Background: an optimization exercise with open tools, aiming at small area, a short achievable clock period and few clock cycles per item. Do not read the settings as production practice. No activity file was given, so power comes from the tool's default toggle rates.

==> module axil_read_ctrl, before the edit <==
module axil_read_ctrl #(
    parameter int ADDR_WIDTH = 6,
    parameter int DATA_WIDTH = 32
) (
    input  wire                                            ACLK,
    input  wire                                            ARESET,
    input  logic [ADDR_WIDTH-1:0]                          ARADDR,
    input  logic                                           ARVALID,
    output logic                                           ARREADY,
    output logic [DATA_WIDTH-1:0]                          RDATA,
    output logic [1:0]                                     RRESP,
    output logic                                           RVALID,
    input  logic                                           RREADY,
    output logic [(1<<(ADDR_WIDTH-reg_bank_pkg::WORD_SHIFT))-1:0] rd_sel,
    input  logic [DATA_WIDTH-1:0]                          rd_data
);
    localparam int IW = ADDR_WIDTH - reg_bank_pkg::WORD_SHIFT;
    logic                  arready_q, rvalid_q;
    logic                  qv0, qv1;         
    logic [IW-1:0]         q0, q1;           
    logic [DATA_WIDTH-1:0] rdata_q;
    logic [IW-1:0]         q0_n;
    logic [(1<<IW)-1:0]    sel_q;            
    logic ar_hs, ld;
    logic qv0_n, qv1_n;
    assign ar_hs = ARVALID & arready_q;
    assign ld    = qv0 & (~rvalid_q | RREADY);    
    always_comb begin
        qv0_n = (qv0 & ~ld) | qv1 | ar_hs;
        qv1_n = (qv1 & ~ld) | (ar_hs & qv0 & ~ld);
    end
    always_ff @(posedge ACLK) begin
        if (ARESET) begin
            qv0       <= 1'b0;
            qv1       <= 1'b0;
            rvalid_q  <= 1'b0;
            arready_q <= 1'b1;
        end else begin
            qv0       <= qv0_n;
            qv1       <= qv1_n;
            rvalid_q  <= ld | (rvalid_q & ~RREADY);
            arready_q <= ~qv1_n;
        end
    end
    assign q0_n = (ld || !qv0) ? (qv1 ? q1 : ARADDR[ADDR_WIDTH-1:reg_bank_pkg::WORD_SHIFT]) : q0;
    always_ff @(posedge ACLK) begin
        q0 <= q0_n;
        for (int i = 0; i < (1<<IW); i++) begin
            sel_q[i] <= (q0_n == i);
        end
        if (ld || !qv1) begin
            q1 <= ARADDR[ADDR_WIDTH-1:reg_bank_pkg::WORD_SHIFT];
        end
        rdata_q <= (rd_data & {DATA_WIDTH{ld}}) | (rdata_q & {DATA_WIDTH{rvalid_q & ~RREADY}});
    end
    assign rd_sel   = sel_q;
    assign RDATA    = rdata_q;
    assign RVALID   = rvalid_q;
    assign ARREADY  = arready_q;
    assign RRESP    = reg_bank_pkg::RESP_OKAY;
endmodule
export LEC_CHECK = 0
export CAP_MARGIN = 20
export CORE_MARGIN = 2
export CORE_UTILIZATION = 40
export CTS_CLUSTER_DIAMETER = 150
export CTS_CLUSTER_SIZE = 30
export SETUP_SLACK_MARGIN = 2.2
export SLEW_MARGIN = 20
create_clock -name core_clock -period 4.0 [get_ports {ACLK}]
standard.sh (not shown) runs the stock make flow with config.mk's settings and CLKGATE_MAP_FILE= SYNTH_SCRIPT=/design/flow/synth_recipe.tcl, a recipe that flattens the netlist after the stock synthesis.
==> flow/flow/run.sh <==
#!/bin/bash
# Standard layout with the ports buffered by plain buffers instead of the
# delay cell buffer_ports picks by default.
set -euo pipefail
cp config.mk own_config.mk
cat flow/extra.mk >> own_config.mk
sed 's#DESIGN_CONFIG=\([^ ]*\)/config\.mk#DESIGN_CONFIG=\1/own_config.mk#' standard.sh > own_standard.sh
grep -q own_config.mk own_standard.sh
bash own_standard.sh > standard.log 2>&1
==> flow/flow/extra.mk <==
export BUFFER_PORTS_ARGS = -buffer_cell sky130_fd_sc_hd__buf_2
Edit:
--- a/flow/design.v
+++ b/flow/design.v
@@ -169,9 +169,11 @@
         end
         if (ld || !qv1) begin
             q1 <= ARADDR[ADDR_WIDTH-1:reg_bank_pkg::WORD_SHIFT];
         end
-        rdata_q <= (rd_data & {DATA_WIDTH{ld}}) | (rdata_q & {DATA_WIDTH{rvalid_q & ~RREADY}});
+        if (ld) begin
+            rdata_q <= rd_data;
+        end
     end
     assign rd_sel   = sel_q;
     assign RDATA    = rdata_q;
     assign RVALID   = rvalid_q;
Global-route usage goes up by 0.54 points; worst setup slack loses 0.045 ns; critical path depth went down by 3; clock-buffer cell count stays the same; sequential power climbs slightly; synthesized area is lower slightly; non-clock buffer count shrinks by 20; cell area drops slightly; die area shrinks slightly.
No functional check of the RTL was part of any run of this note.

port drivers added, routing unchanged:
No port has a modelled driver above. Below, the same layouts with a new extraction and two added sets of constraints.
Step 1: set_driving_cell puts a clkbuf_16 on ACLK and a buf_2 on each other input, an assumption about the parent block.
Step 2 adds t to the input delays and takes it off the output delays; t is the mean of the earliest and latest rising clock arrival at the registers after step 1. Input paths then give back, and output paths get back, about the clock's delay inside the block.
a / b / c = ideal / step 1 / step 2; a / b = the first two.
run	t (ns)	setup slack, ns	worst setup path after step 2	clock arrival spread, ns
the first run	0.621	2.119 / 2.084 / 1.664	input to register	0.029 / 0.029
the second run	0.621	2.073 / 2.019 / 1.674	input to register	0.019 / 0.019
After both steps setup and hold are still met in every run listed. The setup slack of the first run, which loses most, moves by -0.035 ns with the drivers and by -0.455 ns with both steps.
